Background: an optimization exercise with open tools, aiming at a short achievable clock period and few clock cycles. Do not read the settings as production practice.
RTL that was checked went through simulation tests only; none was proved equivalent to the original.
The RTL of runs 1 to 3 was laid out without a check of its function.
The flow treats the clock pin as an ideal source, which a real chip does not have.
No activity file was given, so power comes from the tool's default toggle rates.

==> flow/run.sh <==
#!/bin/bash
set -o pipefail
export SETUP_SLACK_MARGIN=$(cat flow/margin.txt)
bash standard.sh > standard.log 2>&1
==> flow/margin.txt <==
6.6
==> standard.sh <==
#!/bin/bash
# synth_recipe.tcl (not shown) runs the flow's synth.tcl, then flattens the netlist and writes it again
# the make line also repeats each setting of config.mk as NAME=value (left out here)
make -C /OpenROAD-flow-scripts/flow DESIGN_CONFIG=/design/flow/config.mk WORK_HOME=/design/flow/orfs CLKGATE_MAP_FILE= SYNTH_SCRIPT=/design/flow/synth_recipe.tcl "${@:-finish}"
==> config.mk <==
export PLATFORM = sky130hd
export DESIGN_NAME = assoc_cache
export DESIGN_NICKNAME = assoc_cache
export VERILOG_FILES = /design/flow/design.v
export SDC_FILE = /design/flow/constraint.sdc
export NUM_CORES = 4
export LEC_CHECK = 0
export ABC_CLOCK_PERIOD_IN_PS = 1000
export CAP_MARGIN = 20
export CORE_MARGIN = 2
export CORE_UTILIZATION = 35
export SLEW_MARGIN = 20
==> constraint.sdc <==
create_clock -name core_clock -period 10.0 [get_ports {clk}]
set_input_delay 2.0000 -clock core_clock [delete_from_list [all_inputs] [get_ports {clk}]]
set_output_delay 2.0000 -clock core_clock [all_outputs]
set_load 0.01 [all_outputs]
==> design.v <==
package cache_pkg;
  typedef enum logic [1:0] {C_IDLE, C_WB, C_FILL} cache_state_e;
endpackage
module cache_victim_sel
#(
  parameter int WAYS = 2,
  parameter int WB = (WAYS > 1) ? $clog2(WAYS) : 1
) (
  input  logic [WAYS-1:0] valid_i,
  input  logic [WB-1:0]   rr_i,
  output logic [WB-1:0]   victim_o,
  output logic            from_rr_o
);
  always_comb begin
    victim_o = rr_i;
    from_rr_o = 1'b1;
    for (int w = WAYS - 1; w >= 0; w--)
      if (!valid_i[w]) begin
        victim_o = WB'(w);
        from_rr_o = 1'b0;
      end
  end
endmodule
module assoc_cache
#(
  parameter int ADDR_SIZE = 30,
  parameter int WORD_SIZE = 32,
  parameter int BLOCK_OFFSET_BITS = 2,
  parameter int INDEX_BITS = 3,
  parameter int WAYS = 2
) (
  input  logic                                          clk,
  input  logic                                          rst_n,
  input  logic                                          req,
  input  logic                                          we,
  input  logic [WORD_SIZE/8-1:0]                        be,
  input  logic [ADDR_SIZE-1:0]                          addr,
  input  logic [WORD_SIZE-1:0]                          data_w,
  output logic [WORD_SIZE-1:0]                          data_r,
  output logic                                          stall,
  output logic [ADDR_SIZE-BLOCK_OFFSET_BITS-1:0]        mem_addr,
  output logic                                          mem_r,
  output logic                                          mem_w,
  output logic [(WORD_SIZE<<BLOCK_OFFSET_BITS)-1:0]     mem_wdata,
  input  logic [(WORD_SIZE<<BLOCK_OFFSET_BITS)-1:0]     mem_rdata,
  input  logic                                          mem_ready
);
  localparam int TAG_BITS = ADDR_SIZE - BLOCK_OFFSET_BITS - INDEX_BITS;
  localparam int LINE_BITS = WORD_SIZE << BLOCK_OFFSET_BITS;
  localparam int LA = ADDR_SIZE - BLOCK_OFFSET_BITS;
  localparam int SETS = 1 << INDEX_BITS;
  localparam int WB = (WAYS > 1) ? $clog2(WAYS) : 1;
  localparam int BYTES = WORD_SIZE / 8;
  localparam int WPL = 1 << BLOCK_OFFSET_BITS;
  logic [LINE_BITS-1:0] data_q [SETS][WAYS];
  logic [TAG_BITS-1:0]  tag_q [SETS][WAYS];
  logic [WAYS-1:0]      valid_q [SETS];
  logic [WAYS-1:0]      dirty_q [SETS];
  logic [WB-1:0]        rr_q [SETS];
  cache_pkg::cache_state_e state_q;
  logic                 done_q;      
  logic                 fill_q;      
  logic [WB-1:0]        victim_q;
  logic                 from_rr_q;
  logic [LINE_BITS-1:0] line_q;      
  logic [TAG_BITS-1:0]  ntag_q;      
  logic [WAYS-1:0]      lsel_q [SETS];
  logic [BYTES-1:0]     bsel_q [WPL];
  logic [WORD_SIZE-1:0] data_w_q;
  logic                 wdirty_q;    
  logic [TAG_BITS-1:0]  tag;
  logic [INDEX_BITS-1:0] idx;
  logic [BLOCK_OFFSET_BITS-1:0] off;
  logic [WAYS-1:0]      match;
  logic                 hit, lookup, need_wb, fill_end;
  logic [WB-1:0]        sel_way;
  logic                 sel_rr;
  logic [WAYS-1:0]      tmatch [SETS];
  logic [SETS-1:0]      set_sel;
  logic [WORD_SIZE-1:0] way_word [WAYS];
  logic [WORD_SIZE-1:0] hit_word;
  assign tag = addr[ADDR_SIZE-1 -: TAG_BITS];
  assign idx = addr[BLOCK_OFFSET_BITS +: INDEX_BITS];
  assign off = addr[BLOCK_OFFSET_BITS-1:0];
  cache_victim_sel #(.WAYS(WAYS), .WB(WB)) u_victim (
    .valid_i  (valid_q[idx]),
    .rr_i     (rr_q[idx]),
    .victim_o (sel_way),
    .from_rr_o(sel_rr)
  );
  always_comb begin
    for (int s = 0; s < SETS; s++) begin
      set_sel[s] = idx == INDEX_BITS'(s);
      for (int w = 0; w < WAYS; w++)
        tmatch[s][w] = valid_q[s][w] & (tag_q[s][w] == tag);
    end
    for (int w = 0; w < WAYS; w++) begin
      match[w] = 1'b0;
      for (int s = 0; s < SETS; s++)
        match[w] = match[w] | (set_sel[s] & tmatch[s][w]);
    end
  end
  assign hit = |match;
  always_comb begin
    hit_word = '0;
    for (int w = 0; w < WAYS; w++) begin
      way_word[w] = data_q[idx][w][off*WORD_SIZE +: WORD_SIZE];
      hit_word = hit_word | ({WORD_SIZE{match[w]}} & way_word[w]);
    end
  end
  assign lookup   = req & (state_q == cache_pkg::C_IDLE) & ~done_q;
  assign need_wb  = valid_q[idx][sel_way] & dirty_q[idx][sel_way];
  assign fill_end = (state_q == cache_pkg::C_FILL) & mem_ready;
  assign stall = ~done_q;
  always_ff @(posedge clk or negedge rst_n)
    if (!rst_n) begin
      state_q <= cache_pkg::C_IDLE;
      done_q <= 1'b0;
      fill_q <= 1'b0;
      mem_r <= 1'b0;
      mem_w <= 1'b0;
      for (int s = 0; s < SETS; s++) begin
        lsel_q[s] <= '0;
        valid_q[s] <= '0;
        dirty_q[s] <= '0;
        rr_q[s] <= '0;
      end
    end else begin
      done_q <= 1'b0;
      case (state_q)
        cache_pkg::C_IDLE:
          if (lookup) begin
            if (hit) begin
              done_q <= 1'b1;
              fill_q <= 1'b0;
            end else if (need_wb) begin
              state_q <= cache_pkg::C_WB;
              mem_w <= 1'b1;
            end else begin
              state_q <= cache_pkg::C_FILL;
              mem_r <= 1'b1;
            end
          end
        cache_pkg::C_WB:
          if (mem_ready) begin
            state_q <= cache_pkg::C_FILL;
            mem_w <= 1'b0;
            mem_r <= 1'b1;
          end
        default:
          if (mem_ready) begin
            state_q <= cache_pkg::C_IDLE;
            mem_r <= 1'b0;
            done_q <= 1'b1;
            fill_q <= 1'b1;
          end
      endcase
      for (int s = 0; s < SETS; s++)
        for (int w = 0; w < WAYS; w++)
          lsel_q[s][w] <= (lookup & set_sel[s] & match[w]) |
                          (fill_end & (idx == INDEX_BITS'(s)) & (victim_q == WB'(w)));
      for (int s = 0; s < SETS; s++)
        for (int w = 0; w < WAYS; w++)
          if (lsel_q[s][w]) begin
            if (fill_q) begin
              valid_q[s][w] <= 1'b1;
              dirty_q[s][w] <= wdirty_q;
            end else if (wdirty_q) dirty_q[s][w] <= 1'b1;
          end
      if (done_q && fill_q && from_rr_q && WAYS > 1) rr_q[idx] <= rr_q[idx] + 1'b1;
    end
  always_ff @(posedge clk) begin
    data_w_q <= data_w;
    wdirty_q <= we & (|be);
    for (int o = 0; o < WPL; o++)
      bsel_q[o] <= (we && off == BLOCK_OFFSET_BITS'(o)) ? be : '0;
    data_r <= (state_q == cache_pkg::C_FILL) ? mem_rdata[off*WORD_SIZE +: WORD_SIZE] : hit_word;
    if (lookup) begin
      victim_q <= sel_way;
      from_rr_q <= sel_rr;
      mem_wdata <= data_q[idx][sel_way];
      mem_addr <= need_wb ? {tag_q[idx][sel_way], idx} : addr[ADDR_SIZE-1:BLOCK_OFFSET_BITS];
    end
    if (state_q == cache_pkg::C_WB && mem_ready)
      mem_addr <= addr[ADDR_SIZE-1:BLOCK_OFFSET_BITS];
    if (state_q == cache_pkg::C_FILL) begin
      line_q <= mem_rdata;
      ntag_q <= tag;
    end
    for (int s = 0; s < SETS; s++)
      for (int w = 0; w < WAYS; w++)
        if (lsel_q[s][w]) begin
          if (fill_q) begin
            data_q[s][w] <= line_q;
            tag_q[s][w] <= ntag_q;
          end
          for (int o = 0; o < WPL; o++)
            for (int b = 0; b < BYTES; b++)
              if (bsel_q[o][b]) data_q[s][w][o*WORD_SIZE + b*8 +: 8] <= data_w_q[b*8 +: 8];
        end
  end
endmodule
==> summary.txt, run 1 <==
Timing
  – Final setup viols: 0
  – RSZ-0062 raised after global routing: true
  – Slew Viols, Final: 0
  – Setup ws final: around 5.8 ns
  – Max Freq: about 240 MHz
  – Final hold violation count: 0
  – Final period util: between 40% and 50%
  – Skew final: between 0.09 and 0.1 ns
  – Worst-Margin Slew: approximately 1.3 ns
  – Setup TNS: 0 ns
  – Max-Slew Margin vs Limit: between 10% and 20%
  – Final min period: 4.188 ns

Final layout
  – Post-route design area: 151000 um^2
  – Net count, final: about 8400
  – Most frequent cells in the layout: 2759 x edfxtp_1, 340 x buf_4, 338 x a22oi_1
  – Area Growth Syn to Fin: 29.14%
  – Filler Cell Count: 28310
  – Commonest non-fill, non-tap cell in the layout: edfxtp_1
  – Finished Layout Cells: between 10000 and 15000
  – Layout cell share with drive strength beyond 1: between 30% and 40%

Route
  – Vias: 81541
  – WL final: between 500 and 600 mm
  – Via density: 6.304
  – Remaining DRCs: 0
  – DR pass1 iterations: 7
  – 1st-iter DRT viols: about 15000
  – Avg WL per Cell: a little under 40 um
  – Post-route ant nets: 0

Critical path
  – Crit path cell chain: buf_16 > buf_4 > buf_12 > buf_6 > and3b_4 > buf_6 > a22o_1 > a221oi_2 > a222oi_1 > o21ai_2 > buf_12 > nand2b_4 > a2111oi_4 > a21oi_1
  – Worst setup path class: primary input to flop
  – CP peak stage delay: approximately 0.57 ns
  – Worst R2R Setup Slack: 6.77 ns
  – RR Startpoint: fill_q
  – Worst reg2reg path depth: 3
  – CP arrival: roughly 4.8 ns
  – Critical Path Fanout Max: 4
  – CP startpoint kind: primary input
  – Worst setup EP type: flop
  – WP data required: approximately 11 ns
  – Capturing point of the worst reg2reg path: data_q[10][98]
  – Worst path slowest cell: a222oi_1

Place
  – Setup WS pre-CTS: roughly 3.3 ns
  – Detailed Place HPWL: roughly 270 mm
  – DP Cell Count: 11663
  – # port buffers: 389
  – Post-DP Area: approximately 130000 um^2
  – Placer congestion estimate: 0.9574

Die
  – Die outline area: about 340000 um^2
  – Core Footprint: approximately 330000 um^2
  – Starting Density: 35.11%
  – Die width: just under 600 um
  – # IOs: between 300 and 400
  – FP Rows: 212
  – Die Span Y: roughly 580 um

Clock network
  – CTS tree: built
  – Reg clk slew, reported paths: roughly 0.060 ns
  – Worst-Skew Late Latency: around 0.96 ns
  – Hold_buf cts: 0
  – Total CTS buffers: ~310
  – H-tree depth: 5
  – CTS Sinks: 2902
  – Root buf cell: clkbuf_16
  – Clk buf depth: 4

Synth
  – Net count after synthesis: roughly 7400
  – Sequential element share of the synthesized area: between 70% and 80%
  – Number of flops mapped to enable cells by yosys: about 2800
  – Asr flop ratio synth: 2.136%
  – Netlist Area Pre-Place: roughly 120000 um^2
  – Synth Warn #: 20
  – Ys flop type: edfxtp_1
  – Synth Register Bits: between 2000 and 3000
  – Cell variety after synth: 73
  – Syn Area/Cell: 16.17 um^2
  – Cells after Synth: around 7200

Global route
  – Total track usage: approximately 30%
  – Largest net degree at the start of global routing: a little over 70
  – Grt total ovfl: 0
  – Global-route wire length before repair: slightly below 700 mm
  – Number of global-route vias before repair: just under 80000
  – Initial antenna violation count: 59

Power and ir drop
  – Pwr Density: roughly 230 nW/um^2
  – Leak Pwr: around 51 nW
  – Worst IR Drop VDD: around 0.00016 V
  – Total Power: between 30 and 40 mW

Worst hold path
  – Worst Hold End: valid_q[3][0]
  – Min-Delay Startpoint: valid_q[3][0]
  – Hold Crit Class: flop to flop
  – WHS Path Cells: 1

Job
  – Max-cap violations: 0

Outcome
  – Status: finished clean
## worst max path at each step
stage                  from            end  slack [ns]  depth (start not counted)
global placement    addr[3]  mem_wdata[90]        3.33                         10
finish              addr[4]   mem_addr[18]        5.81                         14
floorplan               req   lsel_q[3][0]        5.22                          4
global route        addr[4]   mem_addr[18]        5.83                         14
CTS                 addr[3]   mem_addr[25]        6.03                         12
detailed placement  addr[3]  mem_wdata[90]        3.30                         10
## what timing repair did
item,in CTS,in global routing
setup buffers,426,64
resized for setup,1936,235
gates cloned,135,5
pin swaps,259,103
endpoints found under the setup margin,459,387
## layer usage
metal	global-route usage (%)	wire length, um
met4	19.35	40350
met1	36.88	173600
met5	0	125
met2	42.42	218100
met3	9.798	79910
## critical path: cells and delay by family
family | cells | cell delay (ns)
AO/OA/AOI/OAI | 6 | 1.44
buffers and inverters | 6 | 0.86
AND/OR/NAND/NOR | 2 | 0.52
## power breakdown
| group | internal (mW) | switching, mW |
|---|---|---|
| Combinational | 2.52 | 4.58 |
| Clock | 6.91 | 5.09 |
| Sequential | 15.1 | 0.785 |
| Total | 24.5 | 10.5 |
## stage by stage
step / utilization [%] / hold slack [ns]
2_1_floorplan: - / 0.4487
3_3_place_gp: 37.91 / 0.4729
3_5_place_dp: 37.92 / 0.4874
4_1_cts: 44.77 / 0.5077
5_1_grt: 45.30 / 0.5197
6_report: 45.33 / 0.5085
## registers in the layout, summed over array words and instances (netlist names), 8 cells and up
| name | cells |
|---|---|
| data_q | 2048 |
| tag_q | 400 |
| line_q | 128 |
| mem_wdata | 128 |
| data_r | 32 |
| data_w_q | 32 |
| mem_addr | 28 |
| ntag_q | 25 |
| bsel_q | 16 |
| dirty_q | 16 |
| lsel_q | 16 |
| valid_q | 16 |
| rr_q | 8 |
## cells by family (layout without fill, tap and decap cells)
logic type / Yosys count / count (layout) / synth area share, %
AOI/OAI and AO/OA: 1433 / 1433 / 9.036
muxes: 595 / 595 / 6.682
buffers and inverters: 552 / 1793 / 2.091
other: 0 / 62 / 0
xor gates and xnor gates: 400 / 400 / 2.995
DFF: 2902 / 2902 / 73.55
and+or+nand+nor: 1352 / 1363 / 5.645
## synth_stat cells (44+ instances only)
cell	count	area share (%)
a21oi_1	121	0.52
mux2i_1	216	1.8
mux4_2	123	2.4
inv_1	45	0.14
mux2_2	256	2.5
nor2b_1	296	1.6
dfxtp_1	81	1.4
o21ai_0	235	1.0
edfxtp_1	2759	71
buf_2	151	0.65
o22ai_1	72	0.39
clkbuf_1	263	0.84
xnor2_1	396	3.0
nor2_1	306	0.98
nand3_1	69	0.30
a22o_1	118	0.88
a221oi_1	223	1.7
nand2_1	403	1.3
o221ai_1	44	0.33
nand4_1	111	0.59
a22oi_1	352	2.3
dfrtp_1	62	1.3
## cell type report
| type | instances | area, um^2 | area share [%] |
|---|---|---|---|
| clock inverter | 157 | 1923 | 1.273 |
| multi-input combinational | 3791 | 33220 | 21.99 |
| antenna | 62 | 155.1 | 0.1027 |
| sequential | 2902 | 86120 | 57.02 |
| timing repair buffer | 1161 | 15270 | 10.11 |
| clock buffer | 420 | 8533 | 5.650 |
| inverter | 50 | 271.5 | 0.1798 |
| tap | 4387 | 5489 | 3.634 |
| timing repair inverter | 5 | 55.05 | 0.03645 |
==> inputs of run 2 (changes only) <==
--- a/config.mk
+++ b/config.mk
@@ -8,5 +8,7 @@
 export ABC_CLOCK_PERIOD_IN_PS = 1000
 export CAP_MARGIN = 20
 export CORE_MARGIN = 2
-export CORE_UTILIZATION = 35
+export CORE_UTILIZATION = 55
+export CTS_CLUSTER_DIAMETER = 80
+export CTS_CLUSTER_SIZE = 30
 export SLEW_MARGIN = 20
==> summary.txt, run 2 <==
Outcome
  – Status: finished clean

Critical path
  – Crit path cell chain: buf_16 > buf_12 > nor2_4 > buf_4 > buf_12 > nand2_4 > buf_12 > bufbuf_16 > nor2_1 > a31oi_2 > nand2_1 > o311ai_0 > a32oi_2 > a21oi_1
  – Most used cell, CP: buf_12
  – Worst path slowest cell: bufbuf_16
  – CP peak stage delay: 0.47 ns
  – CP arrival: slightly below 5 ns
  – WP data required: ~11 ns
  – Critical Path Fanout Max: 34
  – Crit path max-delay family: buffers and inverters
  – Worst setup path class: primary input to flop
  – WP buf/inv: 6
  – Worst R2R Setup Slack: roughly 6.8 ns
  – Worst setup EP type: flop
  – CP startpoint kind: primary input

Synth
  – Ys flop type: edfxtp_1
  – Asr flop ratio synth: between 2 and 2.5%
  – Netlist Area Pre-Place: about 120000 um^2
  – Area leader, netlist: edfxtp_1
  – Sequential element share of the synthesized area: 73.55%
  – Synth Warn #: 20
  – Number of flops mapped to enable cells by yosys: around 2800
  – Cell variety after synth: 73
  – Most common cell in the netlist: edfxtp_1
  – Synth Register Bits: a little under 3000
  – Post-synth top area share: between 70% and 80%
  – Cells after Synth: between 7000 and 8000
  – Commonest cells post-synth: 2759 x edfxtp_1, 403 x nand2_1, 396 x xnor2_1
  – Synth top area cells: edfxtp_1 71%, xnor2_1 3.0%, mux2_2 2.5%
  – Net count after synthesis: 7433
  – Syn Area/Cell: ~16 um^2

Route
  – 1st-iter DRT viols: approximately 15000
  – WL final: 503.1 mm
  – Vias: roughly 80000
  – Remaining DRCs: 0
  – DR pass1 iterations: 8
  – Avg WL per Cell: 45.11 um
  – Post-route ant nets: 0
  – Via density: between 7 and 8

Clock network
  – Root buf cell: clkbuf_16
  – Worst-Skew Late Latency: around 0.87 ns
  – CTS tree: built
  – H-tree depth: 4
  – CTS Sinks: a little under 3000
  – Clk buf depth: 3
  – Reg clk slew, reported paths: ~0.11 ns
  – Total CTS buffers: around 140

Final layout
  – Post-layout util: 68.59%
  – Number of flip-flops in the largest register: a little over 2000
  – Most frequent cells in the layout: 2759 x edfxtp_1, 347 x buf_4, 315 x a22oi_1
  – Largest reg by FF count: data_q
  – Layout cell share with drive strength beyond 1: slightly above 30%
  – Net count, final: a little over 8000
  – Filler Cell Count: ~14000
  – Area Growth Syn to Fin: 24.12%
  – Regs by FF count: data_q: 2048 flops, tag_q: 400 flops
  – Commonest non-fill, non-tap cell in the layout: edfxtp_1

Global route
  – Global-route wire length before repair: between 600 and 700 mm
  – Grt total ovfl: 0
  – Largest net degree at the start of global routing: 95
  – Number of global-route vias before repair: between 70000 and 80000
  – Total track usage: 45.27%
  – Initial antenna violation count: 50

Die
  – Die width: roughly 470 um
  – Die Span Y: 465.1 um
  – # IOs: 390
  – Die outline area: around 220000 um^2
  – Core Footprint: approximately 210000 um^2
  – Starting Density: between 50% and 60%
  – FP Rows: approximately 170

Timing
  – Setup TNS: 0 ns
  – Final hold violation count: 0
  – RSZ-0062 raised after global routing: true
  – Worst-Margin Slew: around 1.4 ns
  – Final min period: 4.073 ns
  – Skew final: slightly below 0.04 ns
  – Final period util: 40.73%
  – Max-Slew Margin vs Limit: around a tenth
  – Final setup viols: 0
  – Slew Viols, Final: 0
  – Max Freq: approximately 250 MHz
  – Hold WS: approximately 0.52 ns

Power and ir drop
  – Pwr Density: between 200 and 250 nW/um^2
  – Worst IR Drop VDD: between 0.0002 and 0.00025 V
  – Leak Pwr: 49.47 nW

Place
  – Detailed Place HPWL: 259.9 mm
  – Placer congestion estimate: approximately 0.95
  – # port buffers: 389

Job
  – Max-cap violations: 0

Worst hold path
  – Hold Crit Class: flop to flop
[run 2: metrics by stage]
stage	area (um^2)	cells	power [mW]	worst slack, ns
global route	144900	11058	30.50	5.972
CTS	141400	10873	29.26	6.068
floorplan	118600	7234	18.04	5.224
finish	145200	11152	30.13	5.927
detailed placement	124300	10088	20.46	3.054
global placement	124300	10088	20.39	3.085
[run 2: logic make-up (layout without fill, tap and decap cells)]
family                 after synthesis  after routing  share of synthesized area [%]
buffers and inverters              552           1511                          2.091
other                                0            128                              0
XOR/XNOR                           400            400                          2.995
AND/OR/NAND/NOR                   1352           1362                          5.645
AO/OA/AOI/OAI                     1433           1433                          9.036
flip-flops                        2902           2902                          73.55
multiplexers                       595            595                          6.682
[run 2: final timing paths]
| check | endpoint | startpoint | depth (start not counted) |
|---|---|---|---|
| hold / removal | dirty_q[7][1] | dirty_q[7][1] | 1 |
| setup / recovery | data_r[24] | addr[3] | 14 |
| hold reg to reg | dirty_q[7][1] | dirty_q[7][1] | 1 |
| setup reg to reg | mem_addr[13] | valid_q[7][1] | 12 |
| min in group asynchronous | valid_q[0][1] | rst_n | 2 |
| max in group asynchronous | lsel_q[7][1] | rst_n | 2 |
[run 2: layer usage]
metal | global-route usage, % | routed length [um] | up-vias | part of all wire, %
met1 | 60.34 | 171800 | 41335 | 34
li1 | - | - | 30462 | -
met2 | 65.37 | 217000 | 7674 | 43
met5 | 0 | 82 | - | 0.016
met4 | 29.02 | 40330 | 12 | 8.0
met3 | 13.28 | 73850 | 1686 | 15
[run 2: report_power, final]
part	internal [mW]	total, mW	switching [mW]
combinational	2.59	6.96	4.37
sequential	15.1	15.8	0.710
clock	3.20	7.41	4.20
[run 2: final cells by class]
type,instances,area (um^2),share of cell area [%]
Inverter,50,257.7,0.1775
Clock inverter,93,1197,0.8248
Antenna cell,128,320.3,0.2206
Clock buffer,155,3707,2.554
Timing Repair Buffer,1203,16050,11.06
Multi-Input combinational cell,3790,33870,23.33
Tap cell,2821,3530,2.431
Timing Repair inverter,10,138.9,0.09567
Sequential cell,2902,86100,59.31
[run 2: worst reg2reg max path, stage by stage, from the launching register on]
cell and delay, ns:
dfrtp_1 0.56, mux2_4 0.35, a221o_1 0.30, a222oi_1 0.31, buf_4 0.21, o21ai_4 0.09
buf_6 0.13, buf_12 0.13, buf_12 0.13, buf_12 0.13, a221oi_2 0.30, o311a_1 0.29
o31ai_2 0.07
[run 2: repair_timing]
action	4_1_cts	5_1_grt
resized for setup	1889	418
hold endpoints to repair	0	0
endpoints found under the setup margin	516	342
buffers inserted	382	136
pin swaps	191	197
gates cloned	155	15
hold buffers	0	0
==> inputs of run 3 (changes only) <==
--- a/design.v
+++ b/design.v
@@ -59,6 +59,7 @@
   logic [WB-1:0]        rr_q [SETS];
   cache_pkg::cache_state_e state_q;
   logic                 done_q;      
+  logic                 stall_q;     
   logic                 fill_q;      
   logic [WB-1:0]        victim_q;
   logic                 from_rr_q;
@@ -73,6 +74,7 @@
   logic [BLOCK_OFFSET_BITS-1:0] off;
   logic [WAYS-1:0]      match;
   logic                 hit, lookup, need_wb, fill_end;
+  assign stall = stall_q;
   logic [WB-1:0]        sel_way;
   logic                 sel_rr;
   logic [WAYS-1:0]      tmatch [SETS];
@@ -82,12 +84,6 @@
   assign tag = addr[ADDR_SIZE-1 -: TAG_BITS];
   assign idx = addr[BLOCK_OFFSET_BITS +: INDEX_BITS];
   assign off = addr[BLOCK_OFFSET_BITS-1:0];
-  cache_victim_sel #(.WAYS(WAYS), .WB(WB)) u_victim (
-    .valid_i  (valid_q[idx]),
-    .rr_i     (rr_q[idx]),
-    .victim_o (sel_way),
-    .from_rr_o(sel_rr)
-  );
   always_comb begin
     for (int s = 0; s < SETS; s++) begin
       set_sel[s] = idx == INDEX_BITS'(s);
@@ -108,17 +104,45 @@
       hit_word = hit_word | ({WORD_SIZE{match[w]}} & way_word[w]);
     end
   end
+  logic [LA-1:0]        wb_addr [SETS];
+  logic [LINE_BITS-1:0] wb_line [SETS];
+  logic [SETS-1:0]      wb_need;
+  logic [WB-1:0]        set_victim [SETS];
+  logic [SETS-1:0]      set_rr;
+  logic [LA-1:0]        miss_addr;
+  logic [LINE_BITS-1:0] miss_line;
+  genvar gs;
+  for (gs = 0; gs < SETS; gs++) begin : g_set
+    cache_victim_sel #(.WAYS(WAYS), .WB(WB)) u_vs (
+      .valid_i  (valid_q[gs]),
+      .rr_i     (rr_q[gs]),
+      .victim_o (set_victim[gs]),
+      .from_rr_o(set_rr[gs])
+    );
+    assign wb_need[gs] = valid_q[gs][set_victim[gs]] & dirty_q[gs][set_victim[gs]];
+    assign wb_addr[gs] = {tag_q[gs][set_victim[gs]], INDEX_BITS'(gs)};
+    assign wb_line[gs] = data_q[gs][set_victim[gs]];
+  end
+  always_comb begin
+    sel_way = '0;
+    sel_rr = 1'b0;
+    miss_addr = '0;
+    miss_line = '0;
+    for (int s = 0; s < SETS; s++) begin
+      miss_addr = miss_addr | ({LA{set_sel[s]}} & (wb_need[s] ? wb_addr[s] : addr[ADDR_SIZE-1:BLOCK_OFFSET_BITS]));
+      miss_line = miss_line | ({LINE_BITS{set_sel[s]}} & wb_line[s]);
+      sel_way = sel_way | ({WB{set_sel[s]}} & set_victim[s]);
+      sel_rr = sel_rr | (set_sel[s] & set_rr[s]);
+    end
+  end
   assign lookup   = req & (state_q == cache_pkg::C_IDLE) & ~done_q;
-  assign need_wb  = valid_q[idx][sel_way] & dirty_q[idx][sel_way];
+  assign need_wb  = |(set_sel & wb_need);
   assign fill_end = (state_q == cache_pkg::C_FILL) & mem_ready;
-  assign stall = ~done_q;
   always_ff @(posedge clk or negedge rst_n)
     if (!rst_n) begin
       state_q <= cache_pkg::C_IDLE;
       done_q <= 1'b0;
       fill_q <= 1'b0;
-      mem_r <= 1'b0;
-      mem_w <= 1'b0;
       for (int s = 0; s < SETS; s++) begin
         lsel_q[s] <= '0;
         valid_q[s] <= '0;
@@ -135,22 +159,17 @@
               fill_q <= 1'b0;
             end else if (need_wb) begin
               state_q <= cache_pkg::C_WB;
-              mem_w <= 1'b1;
             end else begin
               state_q <= cache_pkg::C_FILL;
-              mem_r <= 1'b1;
             end
           end
         cache_pkg::C_WB:
           if (mem_ready) begin
             state_q <= cache_pkg::C_FILL;
-            mem_w <= 1'b0;
-            mem_r <= 1'b1;
           end
         default:
           if (mem_ready) begin
             state_q <= cache_pkg::C_IDLE;
-            mem_r <= 1'b0;
             done_q <= 1'b1;
             fill_q <= 1'b1;
           end
@@ -170,6 +189,12 @@
       if (done_q && fill_q && from_rr_q && WAYS > 1) rr_q[idx] <= rr_q[idx] + 1'b1;
     end
   always_ff @(posedge clk) begin
+    stall_q <= ~((lookup & hit) | fill_end);
+    mem_w <= (lookup & ~hit & need_wb) | ((state_q == cache_pkg::C_WB) & ~mem_ready);
+    mem_r <= (lookup & ~hit & ~need_wb) | ((state_q == cache_pkg::C_WB) & mem_ready) |
+             ((state_q == cache_pkg::C_FILL) & ~mem_ready);
+  end
+  always_ff @(posedge clk) begin
     data_w_q <= data_w;
     wdirty_q <= we & (|be);
     for (int o = 0; o < WPL; o++)
@@ -178,11 +203,10 @@
     if (lookup) begin
       victim_q <= sel_way;
       from_rr_q <= sel_rr;
-      mem_wdata <= data_q[idx][sel_way];
-      mem_addr <= need_wb ? {tag_q[idx][sel_way], idx} : addr[ADDR_SIZE-1:BLOCK_OFFSET_BITS];
-    end
-    if (state_q == cache_pkg::C_WB && mem_ready)
-      mem_addr <= addr[ADDR_SIZE-1:BLOCK_OFFSET_BITS];
+    end
+    mem_wdata <= miss_line;
+    mem_addr <= ((state_q == cache_pkg::C_FILL) || (state_q == cache_pkg::C_WB && mem_ready)) ?
+                addr[ADDR_SIZE-1:BLOCK_OFFSET_BITS] : miss_addr;
     if (state_q == cache_pkg::C_FILL) begin
       line_q <= mem_rdata;
       ntag_q <= tag;
==> flow/run.sh (replaced) <==
#!/bin/bash
set -o pipefail
export SETUP_SLACK_MARGIN=$(cat flow/margin.txt)
export POST_CTS_TCL=$PWD/flow/post_cts.tcl
bash standard.sh > standard.log 2>&1
==> flow/margin.txt (replaced) <==
6.7
==> flow/post_cts.tcl (new file) <==
# Extra setup repair after CTS (sourced by ORFS cts.tcl through POST_CTS_TCL),
# then legalise the placement again as cts.tcl does after its own repair.
log_cmd estimate_parasitics -placement
report_worst_slack -max
for {set i 0} {$i < 3} {incr i} {
  log_cmd repair_timing -setup -setup_margin $::env(SETUP_SLACK_MARGIN) -repair_tns 100 \
    -max_passes 200 -verbose
  report_worst_slack -max
}
log_cmd detailed_placement
check_placement -verbose
log_cmd estimate_parasitics -placement
report_worst_slack -max
--- a/config.mk
+++ b/config.mk
@@ -8,7 +8,7 @@
 export ABC_CLOCK_PERIOD_IN_PS = 1000
 export CAP_MARGIN = 20
 export CORE_MARGIN = 2
-export CORE_UTILIZATION = 55
-export CTS_CLUSTER_DIAMETER = 80
-export CTS_CLUSTER_SIZE = 30
+export CORE_UTILIZATION = 50
+export CTS_CLUSTER_DIAMETER = 70
+export CTS_CLUSTER_SIZE = 24
 export SLEW_MARGIN = 20
==> summary.txt, run 3 <==
Outcome
  – Status: failed layout checks
  – Fail Reasons: max-capacitance violations

Synth
  – Netlist Area Pre-Place: roughly 130000 um^2
  – Synth top area cells: edfxtp_1 59%, mux2i_1 9.5%, dfxtp_1 3.7%
  – Asr flop ratio synth: 2.067%
  – Most common cell in the netlist: edfxtp_1
  – Sequential element share of the synthesized area: 64.23%
  – Net count after synthesis: between 9000 and 10000
  – Syn Area/Cell: approximately 14 um^2
  – Synth Register Bits: around 2900
  – Number of flops mapped to enable cells by yosys: 2603
  – Area leader, netlist: edfxtp_1
  – Cells after Synth: slightly below 10000
  – Synth Warn #: 25
  – Post-synth top area share: between 50% and 60%
  – Ys flop type: edfxtp_1
  – Commonest cells post-synth: 2603 x edfxtp_1, 1242 x mux2i_1, 658 x nand2_1
  – Cell variety after synth: 77

Power and ir drop
  – Pwr Density: 224.0 nW/um^2
  – Worst IR Drop VDD: around 0.00031 V
  – Leak Pwr: ~55 nW

Worst hold path
  – Min-Delay Startpoint: dirty_q[7][1]
  – WHS Path Cells: 1
  – Hold Crit Class: flop to flop
  – Worst Hold End: dirty_q[7][1]

Timing
  – Final hold violation count: 0
  – Setup TNS: 0 ns
  – Max-Slew Margin vs Limit: less than 1%
  – Worst-Margin Slew: 1.490 ns
  – Max Freq: between 200 and 250 MHz
  – RSZ-0062 raised after global routing: true
  – Slew Viols, Final: 0
  – Final min period: just over 4 ns
  – Final setup viols: 0
  – Final period util: around 41%
  – Skew final: between 0.05 and 0.06 ns

Critical path
  – WP data required: 10.87 ns
  – Capturing point of the worst reg2reg path: mem_wdata[6]
  – Worst setup EP type: flop
  – CP startpoint kind: primary input
  – RR Startpoint: valid_q[2][0]
  – Critical Path Fanout Max: 17
  – Worst R2R Setup Slack: between 6 and 7 ns
  – CP arrival: between 5 and 6 ns
  – Worst reg2reg path depth: 7
  – Worst setup path start: addr[3]
  – Worst setup path class: primary input to flop

Route
  – Remaining DRCs: 0
  – WL final: slightly above 700 mm
  – Post-route ant nets: 0
  – 1st-iter DRT viols: 24470
  – DR pass1 iterations: 10
  – Via density: around 8
  – Avg WL per Cell: 50.81 um
  – Vias: roughly 110k

Global route
  – Largest net degree at the start of global routing: 81
  – Number of global-route vias before repair: a little under 100k
  – Grt total ovfl: 0
  – Global-route wire length before repair: between 900 and 1000 mm
  – Total track usage: a little over half
  – Initial antenna violation count: 98

Clock network
  – CTS Sinks: just under 3000
  – CTS tree: built
  – Reg clk slew, reported paths: 0.09 ns
  – Worst-Skew Late Latency: 0.97 ns

Die
  – FP Rows: 188
  – Die width: ~520 um
  – Core Footprint: between 200000 and 300000 um^2
  – # IOs: 390
  – Starting Density: approximately half
  – Die Span Y: between 500 and 600 um
  – Die outline area: 267200 um^2

Job
  – Max-cap violations: 1

Final layout
  – Number of flip-flops in the largest register: a little over 2000
  – Post-route design area: roughly 160000 um^2
  – Filler Cell Count: just over 20000
  – Largest reg by FF count: data_q
  – Commonest non-fill, non-tap cell in the layout: edfxtp_1
  – Most frequent cells in the layout: 2603 x edfxtp_1, 1241 x mux2i_1, 644 x nand2_1
  – Net count, final: 10446
  – Regs by FF count: data_q: 2048 flops, tag_q: 400 flops
  – Layout cell share with drive strength beyond 1: between 20% and 30%
  – Area Growth Syn to Fin: 20.35%

Place
  – Post-DP Area: 140400 um^2
  – # port buffers: ~400
  – Placer congestion estimate: between 1 and 1.5
  – Detailed Place HPWL: 391.4 mm
-- run 3: cell count changes in the layout (fill, tap and decap cells not counted), sizes merged, moves of 116 or more --
| cell | delta |
|---|---|
| nor2 | +116 |
| dfxtp | +159 |
| a21oi | +272 |
| or4 | +134 |
| a22oi | -130 |
| mux2i | +1026 |
| o22ai | +471 |
| edfxtp | -156 |
| nand2 | +272 |
-- run 3: worst max path at each step --
stage	depth (start not counted)	slack, ns	endpoint
after floorplan	9	6.17	data_r[14]
after global placement	9	3.48	data_r[31]
after detailed placement	9	3.42	data_r[31]
after global routing	12	6.07	data_r[25]
final	9	5.86	data_r[26]
-- run 3: layout make-up --
cell class                      count  area, um^2  share of cell area [%]
Inverter                           47       231.5                  0.1462
Clock inverter                    109        1365                  0.8624
Sequential cell                  2903       85020                   53.71
Timing Repair Buffer             1206       15850                   10.01
Antenna cell                      193       483.0                  0.3051
Tap cell                         3515        4398                   2.779
Multi-Input combinational cell   5910       46180                   29.18
Clock buffer                      209        4752                   3.002
-- run 3: worst max-delay path, stage by stage --
cell and delay, ns:
buf_16 0.15, buf_12 0.15, buf_16 0.16, and2_4 0.23, buf_6 0.37, a21oi_1 0.13, o211ai_1 1.16, nand3_2 0.35
o21ai_1 0.23
-- run 3: cells by family (layout without fill, tap and decap cells) --
| logic type | Yosys count | in the layout | synth area share [%] |
|---|---|---|---|
| flops | 2903 | 2903 | 64.23 |
| compound gates | 2109 | 2111 | 10.78 |
| simple gates | 1844 | 1869 | 6.831 |
| mux | 1530 | 1530 | 12.74 |
| buf+inv | 830 | 1571 | 2.757 |
| xor+xnor | 400 | 400 | 2.664 |
| other cells | 0 | 193 | 0 |
-- run 3: power by group --
part	internal (mW)	switching [mW]	leakage, nW	total [mW]
registers	14.9	1.22	26.3	16.1
logic	3.52	7.25	25.5	10.8
clock network	3.95	4.63	2.94	8.58
-- run 3: metrics by stage --
stage	instances	utilization [%]	hold slack [ns]	worst slack [ns]	power, mW
final	14092	60.40	0.5080	5.860	35.46
after global routing	13937	60.26	0.5318	6.069	35.43
after detailed placement	13129	53.59	0.4865	3.424	25.18
after global placement	13125	53.53	0.4848	3.484	25.13
after floorplan	9616	-	0.4652	6.173	20.60
-- run 3: metal layers --
metal | track usage [%] | up-vias | share of wire, % | wire length (um)
met2 | 67.16 | 13403 | 38 | 272000
met5 | 0.8652 | - | 0.13 | 902
met3 | 29.16 | 3738 | 19 | 138100
li1 | - | 39101 | - | -
met1 | 61.45 | 53479 | 31 | 223600
met4 | 45.36 | 56 | 11 | 81480
==> inputs of run 4 (changes only) <==
--- a/design.v
+++ b/design.v
@@ -60,30 +60,25 @@
   cache_pkg::cache_state_e state_q;
   logic                 done_q;      
   logic                 stall_q;     
-  logic                 fill_q;      
-  logic [WB-1:0]        victim_q;
-  logic                 from_rr_q;
-  logic [LINE_BITS-1:0] line_q;      
-  logic [TAG_BITS-1:0]  ntag_q;      
+  logic                 from_rr_q;   
+  logic [WAYS-1:0]      fsel_q [SETS];
   logic [WAYS-1:0]      lsel_q [SETS];
-  logic [BYTES-1:0]     bsel_q [WPL];
-  logic [WORD_SIZE-1:0] data_w_q;
-  logic                 wdirty_q;    
   logic [TAG_BITS-1:0]  tag;
   logic [INDEX_BITS-1:0] idx;
   logic [BLOCK_OFFSET_BITS-1:0] off;
   logic [WAYS-1:0]      match;
-  logic                 hit, lookup, need_wb, fill_end;
-  assign stall = stall_q;
+  logic                 hit, lookup, need_wb, fill_end, wdirty;
   logic [WB-1:0]        sel_way;
   logic                 sel_rr;
   logic [WAYS-1:0]      tmatch [SETS];
   logic [SETS-1:0]      set_sel;
   logic [WORD_SIZE-1:0] way_word [WAYS];
   logic [WORD_SIZE-1:0] hit_word;
+  logic [BYTES-1:0]     bsel [WPL];
   assign tag = addr[ADDR_SIZE-1 -: TAG_BITS];
   assign idx = addr[BLOCK_OFFSET_BITS +: INDEX_BITS];
   assign off = addr[BLOCK_OFFSET_BITS-1:0];
+  assign stall = stall_q;
   always_comb begin
     for (int s = 0; s < SETS; s++) begin
       set_sel[s] = idx == INDEX_BITS'(s);
@@ -138,11 +133,14 @@
   assign lookup   = req & (state_q == cache_pkg::C_IDLE) & ~done_q;
   assign need_wb  = |(set_sel & wb_need);
   assign fill_end = (state_q == cache_pkg::C_FILL) & mem_ready;
+  assign wdirty   = we & (|be);
+  always_comb
+    for (int o = 0; o < WPL; o++)
+      bsel[o] = (we && off == BLOCK_OFFSET_BITS'(o)) ? be : '0;
   always_ff @(posedge clk or negedge rst_n)
     if (!rst_n) begin
       state_q <= cache_pkg::C_IDLE;
       done_q <= 1'b0;
-      fill_q <= 1'b0;
       for (int s = 0; s < SETS; s++) begin
         lsel_q[s] <= '0;
         valid_q[s] <= '0;
@@ -150,77 +148,53 @@
         rr_q[s] <= '0;
       end
     end else begin
-      done_q <= 1'b0;
+      done_q <= (lookup & hit) | fill_end;
       case (state_q)
         cache_pkg::C_IDLE:
-          if (lookup) begin
-            if (hit) begin
-              done_q <= 1'b1;
-              fill_q <= 1'b0;
-            end else if (need_wb) begin
-              state_q <= cache_pkg::C_WB;
-            end else begin
-              state_q <= cache_pkg::C_FILL;
-            end
-          end
+          if (lookup & ~hit) state_q <= need_wb ? cache_pkg::C_WB : cache_pkg::C_FILL;
         cache_pkg::C_WB:
-          if (mem_ready) begin
-            state_q <= cache_pkg::C_FILL;
-          end
+          if (mem_ready) state_q <= cache_pkg::C_FILL;
         default:
-          if (mem_ready) begin
-            state_q <= cache_pkg::C_IDLE;
-            done_q <= 1'b1;
-            fill_q <= 1'b1;
-          end
+          if (mem_ready) state_q <= cache_pkg::C_IDLE;
       endcase
       for (int s = 0; s < SETS; s++)
-        for (int w = 0; w < WAYS; w++)
-          lsel_q[s][w] <= (lookup & set_sel[s] & match[w]) |
-                          (fill_end & (idx == INDEX_BITS'(s)) & (victim_q == WB'(w)));
-      for (int s = 0; s < SETS; s++)
-        for (int w = 0; w < WAYS; w++)
-          if (lsel_q[s][w]) begin
-            if (fill_q) begin
-              valid_q[s][w] <= 1'b1;
-              dirty_q[s][w] <= wdirty_q;
-            end else if (wdirty_q) dirty_q[s][w] <= 1'b1;
+        for (int w = 0; w < WAYS; w++) begin
+          lsel_q[s][w] <= (lookup & set_sel[s] & match[w]) | (fill_end & fsel_q[s][w]);
+          if (fill_end & fsel_q[s][w]) begin
+            valid_q[s][w] <= 1'b1;
+            dirty_q[s][w] <= 1'b0;
           end
-      if (done_q && fill_q && from_rr_q && WAYS > 1) rr_q[idx] <= rr_q[idx] + 1'b1;
+          if (lsel_q[s][w] & wdirty) dirty_q[s][w] <= 1'b1;
+        end
+      if (fill_end && from_rr_q && WAYS > 1) rr_q[idx] <= rr_q[idx] + 1'b1;
     end
   always_ff @(posedge clk) begin
     stall_q <= ~((lookup & hit) | fill_end);
     mem_w <= (lookup & ~hit & need_wb) | ((state_q == cache_pkg::C_WB) & ~mem_ready);
     mem_r <= (lookup & ~hit & ~need_wb) | ((state_q == cache_pkg::C_WB) & mem_ready) |
              ((state_q == cache_pkg::C_FILL) & ~mem_ready);
-  end
-  always_ff @(posedge clk) begin
-    data_w_q <= data_w;
-    wdirty_q <= we & (|be);
-    for (int o = 0; o < WPL; o++)
-      bsel_q[o] <= (we && off == BLOCK_OFFSET_BITS'(o)) ? be : '0;
     data_r <= (state_q == cache_pkg::C_FILL) ? mem_rdata[off*WORD_SIZE +: WORD_SIZE] : hit_word;
-    if (lookup) begin
-      victim_q <= sel_way;
-      from_rr_q <= sel_rr;
-    end
     mem_wdata <= miss_line;
     mem_addr <= ((state_q == cache_pkg::C_FILL) || (state_q == cache_pkg::C_WB && mem_ready)) ?
                 addr[ADDR_SIZE-1:BLOCK_OFFSET_BITS] : miss_addr;
-    if (state_q == cache_pkg::C_FILL) begin
-      line_q <= mem_rdata;
-      ntag_q <= tag;
+  end
+  always_ff @(posedge clk) begin
+    if (lookup) begin
+      from_rr_q <= sel_rr;
+      for (int s = 0; s < SETS; s++)
+        for (int w = 0; w < WAYS; w++)
+          fsel_q[s][w] <= set_sel[s] & (sel_way == WB'(w));
     end
     for (int s = 0; s < SETS; s++)
-      for (int w = 0; w < WAYS; w++)
-        if (lsel_q[s][w]) begin
-          if (fill_q) begin
-            data_q[s][w] <= line_q;
-            tag_q[s][w] <= ntag_q;
-          end
+      for (int w = 0; w < WAYS; w++) begin
+        if (fill_end & fsel_q[s][w]) begin
+          data_q[s][w] <= mem_rdata;
+          tag_q[s][w] <= tag;
+        end
+        if (lsel_q[s][w])
           for (int o = 0; o < WPL; o++)
             for (int b = 0; b < BYTES; b++)
-              if (bsel_q[o][b]) data_q[s][w][o*WORD_SIZE + b*8 +: 8] <= data_w_q[b*8 +: 8];
-        end
+              if (bsel[o][b]) data_q[s][w][o*WORD_SIZE + b*8 +: 8] <= data_w[b*8 +: 8];
+      end
   end
 endmodule
--- a/config.mk
+++ b/config.mk
@@ -8,7 +8,7 @@
 export ABC_CLOCK_PERIOD_IN_PS = 1000
 export CAP_MARGIN = 20
 export CORE_MARGIN = 2
-export CORE_UTILIZATION = 50
+export CORE_UTILIZATION = 40
 export CTS_CLUSTER_DIAMETER = 70
 export CTS_CLUSTER_SIZE = 24
 export SLEW_MARGIN = 20
==> summary.txt, run 4 <==
Outcome
  – Status: failed layout checks
  – Fail Reasons: antenna violations

Route
  – Vias: around 150k
  – DR pass1 iterations: 14
  – 1st-iter DRT viols: slightly above 30000
  – WL final: between 800 and 900 mm
  – Avg WL per Cell: 40.25 um
  – Post-route ant nets: 4
  – Via density: around 7.1
  – Remaining DRCs: 0

Critical path
  – Critical Path Fanout Max: 11
  – WP data required: 10.86 ns
  – WP buf/inv: 5
  – Worst setup path class: primary input to flop
  – CP peak stage delay: slightly above 1 ns
  – Worst R2R Setup Slack: approximately 6.5 ns
  – Capturing point of the worst reg2reg path: mem_wdata[23]
  – CP arrival: around 5 ns
  – Crit path max-delay family: compound AO/OA/AOI/OAI gates
  – Worst path slowest cell: o211ai_1
  – Crit path cell chain: buf_16 > buf_4 > buf_12 > buf_16 > and2_4 > buf_6 > a21oi_1 > o211ai_1 > nand4_1 > o32a_1 > a21oi_1
  – RR Startpoint: valid_q[5][0]
  – Worst reg2reg path depth: 7
  – Worst setup EP type: flop
  – CP startpoint kind: primary input

Global route
  – Initial antenna violation count: 163
  – Number of global-route vias before repair: ~130k
  – Total track usage: 43.26%
  – Largest net degree at the start of global routing: 98
  – Grt total ovfl: 0
  – Global-route wire length before repair: roughly 1100 mm

Die
  – Die width: roughly 610 um
  – # IOs: 390
  – Starting Density: 40.16%
  – Die outline area: about 380000 um^2
  – Core Footprint: 368900 um^2
  – Die Span Y: just over 600 um
  – FP Rows: ~220

Synth
  – Area leader, netlist: dfxtp_1
  – Commonest cells post-synth: 3297 x mux2i_1, 2676 x nand2_1, 2272 x o21ai_0
  – Synth Register Bits: 2715
  – Synth Area in Compound Gates: between 10% and 20%
  – Asr flop ratio synth: 2.173%
  – Net count after synthesis: 17049
  – Synth Area in XOR/XNOR: 2.365%
  – Post-synth top area share: between 30% and 40%
  – Most common cell in the netlist: mux2i_1
  – Synth Area in Adders: 0%
  – Sequential element share of the synthesized area: 39.70%
  – Largest family of logic cells by synthesized area: multiplexers
  – Ys flop type: dfxtp_1
  – Synth Area in Simple Gates: 11.88%
  – Syn Area/Cell: 8.792 um^2
  – Cells after Synth: about 17000
  – Synth Warn #: 27
  – Netlist Area Pre-Place: 148100 um^2
  – Cell variety after synth: roughly 80
  – Synth top area cells: dfxtp_1 30%, mux2i_1 22%, edfxtp_1 8.5%
  – Mux share of post-synthesis cell area: 23.93%
  – Number of flops mapped to enable cells by yosys: roughly 420

Final layout
  – Post-layout util: between 40% and 50%
  – Most frequent cells in the layout: 3295 x mux2i_1, 2649 x nand2_1, 2194 x o21ai_0
  – Net count, final: 16477
  – Area Growth Syn to Fin: 18.58%
  – Layout cell share with drive strength beyond 1: between 15 and 20%
  – Largest reg by FF count: data_q
  – Commonest non-fill, non-tap cell in the layout: mux2i_1
  – Number of flip-flops in the largest register: slightly above 2000
  – Finished Layout Cells: between 20000 and 25000
  – Regs by FF count: data_q: 2048 flops, tag_q: 400 flops, mem_wdata: 128 flops
  – Filler Cell Count: between 30000 and 40000

Power and ir drop
  – Worst IR Drop VDD: 0.0002818 V
  – Pwr Density: around 300 nW/um^2
  – Total Power: ~52 mW
  – Leak Pwr: 74.70 nW

Worst hold path
  – Min-Delay Startpoint: dirty_q[5][1]
  – Worst Hold End: dirty_q[5][1]
  – Hold Crit Class: flop to flop
  – WHS Path Cells: 1

Place
  – # port buffers: around 390
  – Placer congestion estimate: between 0.9 and 1
  – Setup WS pre-CTS: 3.304 ns
  – Detailed Place HPWL: around 440 mm
  – DP Cell Count: slightly above 20000

Job
  – Max-cap violations: 0

Timing
  – Max Freq: about 250 MHz
  – RSZ-0062 raised after global routing: true
  – Final setup viols: 0
  – Skew final: about 0.16 ns
  – Worst-Margin Slew: approximately 1.4 ns
  – Setup TNS: 0 ns
  – Final period util: 40.43%
  – Max-Slew Margin vs Limit: approximately 7.1%
  – Slew Viols, Final: 0
  – Setup ws final: between 5 and 6 ns
  – Final hold violation count: 0
  – Final min period: just over 4 ns

Clock network
  – CTS tree: built
  – CTS Sinks: around 2700
  – Worst-Skew Late Latency: between 1 and 1.5 ns
  – Reg clk slew, reported paths: about 0.090 ns
[run 4: worst register-to-register path: cells and delay by family, from the launching register on]
kind	cells	cell delay, ns
AOI/OAI and AO/OA	2	0.43
muxes	1	0.52
buffers and inverters	3	1.29
DFF	1	0.59
and+or+nand+nor	1	0.60
[run 4: how the worst max path moves through the flow]
stage / start / end / cells after the start
after floorplan: addr[4] / data_r[27] / 10
after global placement: addr[4] / data_r[10] / 10
after detailed placement: addr[4] / data_r[13] / 10
after global routing: addr[2] / data_r[25] / 12
final: addr[2] / data_r[4] / 11
[run 4: where the power goes]
group | internal [mW] | leakage, nW | switching [mW]
sequential | 16.3 | 23.4 | 4.92
combinational | 8.79 | 48.0 | 13.1
clock | 4.15 | 3.35 | 5.12
total | 29.3 | 74.7 | 23.2
[run 4: kinds of logic (layout without fill, tap and decap cells)]
logic type	count (synthesis)	in the layout
AO/OA/AOI/OAI	4238	4243
AND/OR/NAND/NOR	4024	4061
multiplexers	3446	3446
flip-flops	2715	2715
buffers and inverters	2027	1572
XOR/XNOR	400	400
other	0	243
[run 4: routing by layer]
metal / up-vias / part of all wire [%] / global-route usage, %
met5: - / 0.18 / 1.782
met4: 94 / 11 / 37.79
met3: 5302 / 18 / 22.79
met2: 16271 / 37 / 56.30
met1: 71235 / 33 / 50.87
li1: 59634 / - / -
[run 4: final cells by class]
type                    count  area (um^2)  area share [%]
multi-input cells       12150        85720           48.80
diodes                    243        608.1          0.3461
repair inverters            4        41.29         0.02350
clock buffers             211         5060           2.880
inverters                  39        386.6          0.2201
flip-flops and latches   2715        59270           33.74
repair buffers           1178        16590           9.443
clock inverters           140         1809           1.030
well taps                4950         6193           3.525
[run 4: stage by stage]
| step | hold slack [ns] | area (um^2) |
|---|---|---|
| 2_1_floorplan | 0.4722 | 151700 |
| 3_3_place_gp | 0.4889 | 153700 |
| 3_5_place_dp | 0.4911 | 153700 |
| 5_1_grt | 0.5276 | 175300 |
| 6_report | 0.5175 | 175700 |
Testbench counts of run 4, summed over its fixed seeds: cycles 112,532.
==> inputs of run 5 (changes only) <==
==> flow/run.sh (replaced) <==
#!/bin/bash
# The standard layout (the standard.sh: ORFS synthesis to finish), with
#  - slow multi-input cells (4-input OR/NOR/AND/NAND, mux4 and the like,
#    listed in dont_use.txt) added to the platform's don't-use list, so that
#    synthesis maps the logic to faster 2- and 3-input gates. No flip-flop is
#    on the list, so the registers are those of the standard synthesis.
# ORFS writes each step's full log under orfs/logs/; standard.sh's own
# output goes to standard.log.
set -o pipefail
export SETUP_SLACK_MARGIN=$(cat flow/margin.txt)
export POST_CTS_TCL=$PWD/flow/post_cts.tcl
base=$(make -s -C "$FLOW_HOME" DESIGN_CONFIG="$PWD/config.mk" WORK_HOME="$PWD/orfs" print-DONT_USE_CELLS 2>/dev/null \
  | sed -n 's/^DONT_USE_CELLS: //p')
echo "platform don't-use: $base" > dont_use.log
bash standard.sh DONT_USE_CELLS="$base $(cat flow/dont_use.txt)" finish > standard.log 2>&1
==> flow/dont_use.txt (new file) <==
sky130_fd_sc_hd__a2111o_1 sky130_fd_sc_hd__a2111o_2 sky130_fd_sc_hd__a2111o_4 sky130_fd_sc_hd__a2111oi_0 sky130_fd_sc_hd__a2111oi_1 sky130_fd_sc_hd__a2111oi_2 sky130_fd_sc_hd__a2111oi_4 sky130_fd_sc_hd__a221o_1 sky130_fd_sc_hd__a221o_2 sky130_fd_sc_hd__a221o_4 sky130_fd_sc_hd__a221oi_1 sky130_fd_sc_hd__a221oi_2 sky130_fd_sc_hd__a221oi_4 sky130_fd_sc_hd__a222oi_1 sky130_fd_sc_hd__a311o_1 sky130_fd_sc_hd__a311o_2 sky130_fd_sc_hd__a311o_4 sky130_fd_sc_hd__a311oi_1 sky130_fd_sc_hd__a311oi_2 sky130_fd_sc_hd__a311oi_4 sky130_fd_sc_hd__a31o_1 sky130_fd_sc_hd__a31o_2 sky130_fd_sc_hd__a31o_4 sky130_fd_sc_hd__a31oi_1 sky130_fd_sc_hd__a31oi_2 sky130_fd_sc_hd__a31oi_4 sky130_fd_sc_hd__a32o_1 sky130_fd_sc_hd__a32o_2 sky130_fd_sc_hd__a32o_4 sky130_fd_sc_hd__a32oi_1 sky130_fd_sc_hd__a32oi_2 sky130_fd_sc_hd__a32oi_4 sky130_fd_sc_hd__a41o_1 sky130_fd_sc_hd__a41o_2 sky130_fd_sc_hd__a41o_4 sky130_fd_sc_hd__a41oi_1 sky130_fd_sc_hd__a41oi_2 sky130_fd_sc_hd__a41oi_4 sky130_fd_sc_hd__and4_1 sky130_fd_sc_hd__and4_2 sky130_fd_sc_hd__and4_4 sky130_fd_sc_hd__and4b_1 sky130_fd_sc_hd__and4b_2 sky130_fd_sc_hd__and4b_4 sky130_fd_sc_hd__and4bb_1 sky130_fd_sc_hd__and4bb_2 sky130_fd_sc_hd__and4bb_4 sky130_fd_sc_hd__mux4_1 sky130_fd_sc_hd__mux4_2 sky130_fd_sc_hd__mux4_4 sky130_fd_sc_hd__nand4_1 sky130_fd_sc_hd__nand4_2 sky130_fd_sc_hd__nand4_4 sky130_fd_sc_hd__nand4b_1 sky130_fd_sc_hd__nand4b_2 sky130_fd_sc_hd__nand4b_4 sky130_fd_sc_hd__nand4bb_1 sky130_fd_sc_hd__nand4bb_2 sky130_fd_sc_hd__nand4bb_4 sky130_fd_sc_hd__nor3_1 sky130_fd_sc_hd__nor3_2 sky130_fd_sc_hd__nor3_4 sky130_fd_sc_hd__nor3b_1 sky130_fd_sc_hd__nor3b_2 sky130_fd_sc_hd__nor3b_4 sky130_fd_sc_hd__nor4_1 sky130_fd_sc_hd__nor4_2 sky130_fd_sc_hd__nor4_4 sky130_fd_sc_hd__nor4b_1 sky130_fd_sc_hd__nor4b_2 sky130_fd_sc_hd__nor4b_4 sky130_fd_sc_hd__nor4bb_1 sky130_fd_sc_hd__nor4bb_2 sky130_fd_sc_hd__nor4bb_4 sky130_fd_sc_hd__o2111a_1 sky130_fd_sc_hd__o2111a_2 sky130_fd_sc_hd__o2111a_4 sky130_fd_sc_hd__o2111ai_1 sky130_fd_sc_hd__o2111ai_2 sky130_fd_sc_hd__o2111ai_4 sky130_fd_sc_hd__o221a_1 sky130_fd_sc_hd__o221a_2 sky130_fd_sc_hd__o221a_4 sky130_fd_sc_hd__o221ai_1 sky130_fd_sc_hd__o221ai_2 sky130_fd_sc_hd__o221ai_4 sky130_fd_sc_hd__o311a_1 sky130_fd_sc_hd__o311a_2 sky130_fd_sc_hd__o311a_4 sky130_fd_sc_hd__o311ai_0 sky130_fd_sc_hd__o311ai_1 sky130_fd_sc_hd__o311ai_2 sky130_fd_sc_hd__o311ai_4 sky130_fd_sc_hd__o31a_1 sky130_fd_sc_hd__o31a_2 sky130_fd_sc_hd__o31a_4 sky130_fd_sc_hd__o31ai_1 sky130_fd_sc_hd__o31ai_2 sky130_fd_sc_hd__o31ai_4 sky130_fd_sc_hd__o32a_1 sky130_fd_sc_hd__o32a_2 sky130_fd_sc_hd__o32a_4 sky130_fd_sc_hd__o32ai_1 sky130_fd_sc_hd__o32ai_2 sky130_fd_sc_hd__o32ai_4 sky130_fd_sc_hd__o41a_1 sky130_fd_sc_hd__o41a_2 sky130_fd_sc_hd__o41a_4 sky130_fd_sc_hd__o41ai_1 sky130_fd_sc_hd__o41ai_2 sky130_fd_sc_hd__o41ai_4 sky130_fd_sc_hd__or3_1 sky130_fd_sc_hd__or3_2 sky130_fd_sc_hd__or3_4 sky130_fd_sc_hd__or3b_1 sky130_fd_sc_hd__or3b_2 sky130_fd_sc_hd__or3b_4 sky130_fd_sc_hd__or4_1 sky130_fd_sc_hd__or4_2 sky130_fd_sc_hd__or4_4 sky130_fd_sc_hd__or4b_1 sky130_fd_sc_hd__or4b_2 sky130_fd_sc_hd__or4b_4 sky130_fd_sc_hd__or4bb_1 sky130_fd_sc_hd__or4bb_2 sky130_fd_sc_hd__or4bb_4 
==> summary.txt, run 5 <==
Die
  – # IOs: 390
  – FP Rows: roughly 220
  – Core Footprint: ~370000 um^2
  – Die width: ~600 um
  – Starting Density: about 40%
  – Die outline area: between 300000 and 400000 um^2
  – Die Span Y: about 610 um

Route
  – WL final: ~870 mm
  – Vias: ~150k
  – Via density: 6.861
  – Avg WL per Cell: approximately 40 um
  – Post-route ant nets: 0
  – DR pass1 iterations: 12
  – Remaining DRCs: 0
  – 1st-iter DRT viols: 28522

Global route
  – Total track usage: 43.12%
  – Number of global-route vias before repair: ~130k
  – Global-route wire length before repair: 1127 mm
  – Initial antenna violation count: between 100 and 150
  – Grt total ovfl: 0
  – Largest net degree at the start of global routing: 76

Timing
  – Max-Slew Margin vs Limit: under 10%
  – Max Freq: around 270 MHz
  – Final hold violation count: 0
  – Setup TNS: 0 ns
  – RSZ-0062 raised after global routing: true
  – Skew final: around 0.17 ns
  – Hold WS: 0.5178 ns
  – Setup ws final: between 6 and 7 ns
  – Final setup viols: 0
  – Slew Viols, Final: 0
  – Worst-Margin Slew: 1.365 ns
  – Final period util: roughly 37%
  – Final min period: about 3.7 ns

Synth
  – Net count after synthesis: between 15000 and 20000
  – Netlist Area Pre-Place: roughly 150000 um^2
  – Synth Area in XOR/XNOR: 2.368%
  – Number of flops mapped to enable cells by yosys: between 400 and 500
  – Cells after Synth: ~17000
  – Sequential element share of the synthesized area: approximately two fifths
  – Synth Warn #: 27
  – Post-synth top area share: between 30 and 40%
  – Syn Area/Cell: between 8 and 9 um^2
  – Synth Area in Simple Gates: a little under an eighth
  – Ys flop type: dfxtp_1
  – Cell variety after synth: 47
  – Synth Area in Compound Gates: 17.01%
  – Area leader, netlist: dfxtp_1
  – Largest family of logic cells by synthesized area: multiplexers
  – Commonest cells post-synth: 3392 x mux2i_1, 2716 x nor2_1, 2529 x a21oi_1
  – Synth Register Bits: between 2000 and 3000
  – Synth top area cells: dfxtp_1 30%, mux2i_1 23%, a21oi_1 8.6%
  – Mux share of post-synthesis cell area: roughly a quarter
  – Synth Area in Adders: 0%
  – Asr flop ratio synth: about 2.2%
  – Most common cell in the netlist: mux2i_1

Critical path
  – CP peak stage delay: ~0.55 ns
  – Crit path cell chain: buf_6
  – Worst path slowest cell: dfxtp_4
  – Crit path max-delay family: flip-flops
  – RR Startpoint: valid_q[2][0]
  – Capturing point of the worst reg2reg path: mem_wdata[7]
  – WP data required: roughly 8.0 ns
  – CP arrival: 1.72 ns
  – Critical Path Fanout Max: 1
  – Worst path depth: 1
  – WP buf/inv: 1
  – Worst setup EP type: output port
  – Worst R2R Setup Slack: between 6 and 7 ns
  – Worst reg2reg path depth: 7
  – CP startpoint kind: flop
  – Worst setup path class: flop to output port

Place
  – Detailed Place HPWL: 424.0 mm
  – Post-DP Area: 153900 um^2
  – # port buffers: roughly 390
  – DP Cell Count: ~21000
  – Setup WS pre-CTS: 3.559 ns
  – Placer congestion estimate: roughly 0.97

Final layout
  – Most frequent cells in the layout: 3391 x mux2i_1, 2620 x nor2_1, 2406 x a21oi_1
  – Area Growth Syn to Fin: 19.32%
  – Regs by FF count: data_q: 2048 flops, tag_q: 400 flops, mem_wdata: 128 flops
  – Largest reg by FF count: data_q
  – Layout cell share with drive strength beyond 1: around 15%
  – Post-route design area: 176500 um^2
  – Post-layout util: between 40% and 50%
  – Finished Layout Cells: 22177
  – Net count, final: 17138
  – Number of flip-flops in the largest register: 2048
  – Commonest non-fill, non-tap cell in the layout: mux2i_1

Job
  – Max-cap violations: 0

Worst hold path
  – Hold Crit Class: flop to flop
  – WHS Path Cells: 1
  – Min-Delay Startpoint: dirty_q[2][1]
  – Worst Hold End: dirty_q[2][1]

Clock network
  – CTS tree: built
  – Worst-Skew Late Latency: between 1 and 1.5 ns
  – Reg clk slew, reported paths: approximately 0.10 ns
  – CTS Sinks: approximately 2700

Power and ir drop
  – Worst IR Drop VDD: between 0.0002 and 0.0003 V
  – Total Power: 52.33 mW
  – Leak Pwr: 66.51 nW
  – Pwr Density: around 300 nW/um^2

Outcome
  – Status: finished clean
## run 5: cell types whose count changed in the layout (fill, tap and decap cells not counted), moves of 127 or more
cell	delta
o22ai_1	+158
nand2_2	+227
nor2_1	+2248
and2_2	-204
o21ai_0	-1861
a21oi_1	+2011
nand2_1	-1864
nand3_1	+246
a31oi_1	-127
## run 5: layout make-up
type	count	area [um^2]
clock inverter	137	1674
inverter	47	546.8
multi-input combinational	12745	85910
timing repair inverter	35	309.0
clock buffer	214	5030
sequential	2715	59340
timing repair buffer	1206	17200
tap	4950	6193
fill	34695	192100
antenna	128	320.3
## run 5: power by group
part	internal, mW	total (mW)	switching [mW]
registers	16.4	21.4	4.97
logic	9.09	21.8	12.7
clock network	4.10	9.15	5.04
## run 5: how the worst max path moves through the flow
stage                                to          start  slack (ns)
after floorplan               data_r[9]        addr[4]        6.39
after global placement       data_r[21]        addr[4]        3.52
after detailed placement     data_r[21]        addr[4]        3.56
after global routing      mem_wdata[99]  mem_wdata[99]        6.31
final                     mem_wdata[99]  mem_wdata[99]        6.28
## run 5: worst register-to-register path, cell delays in order, from the launching register on
cell	delay (ns)
dfrtp_1	0.70
a21boi_4	0.28
buf_4	0.87
buf_12	0.63
mux2i_1	0.44
o22ai_1	0.11
nor2_1	0.14
nand2_1	0.20
## run 5: cells by family after synthesis
family	after synthesis
muxes	3487
buffers and inverters	1801
and+or+nand+nor	4395
AOI/OAI and AO/OA	4442
DFF	2715
xor gates and xnor gates	400
## run 5: routing by layer
layer	track usage, %	wire length [um]
met1	50.82	290600
met2	56.22	319100
met3	21.76	153600
met4	38.82	101900
met5	1.614	1212

==> static timing again, ports no longer ideal <==
How much do the figures lean on ideal ports? The routed layouts below were timed once more, with nothing changed but the port constraints. Step 1 (the two cells are an assumption about what drives the block):
set clk [get_ports {clk}]
set_driving_cell -lib_cell sky130_fd_sc_hd__clkbuf_16 $clk
set_driving_cell -lib_cell sky130_fd_sc_hd__buf_2 [delete_from_list [all_inputs] $clk]
Step 2 times the ports against the registers' clock, not the clock port: input delays grow and output delays shrink by t, the midpoint of the rising clock arrivals with the driver on. Three values: ideal ports, drivers, drivers and shift; two values: the first two.
| run | shift t [ns] | slack for setup (ns) | latest minus earliest clock arrival (ns) |
|---|---|---|---|
| run 1 | 1.031 | 5.812 / 5.567 / 4.536 | 0.100 / 0.100 |
| run 2 | 0.952 | 5.927 / 5.629 / 4.677 | 0.040 / 0.040 |
| run 3 | 1.059 | 5.860 / 5.663 / 4.604 | 0.068 / 0.068 |
| run 4 | 1.116 | 5.957 / 5.605 / 4.488 | 0.163 / 0.163 |
| run 5 | 1.113 | 6.280 / 6.040 / 4.928 | 0.178 / 0.177 |
For run 4, which loses most, drivers alone change the setup slack by -0.352 ns; drivers and shift together by -1.469 ns.
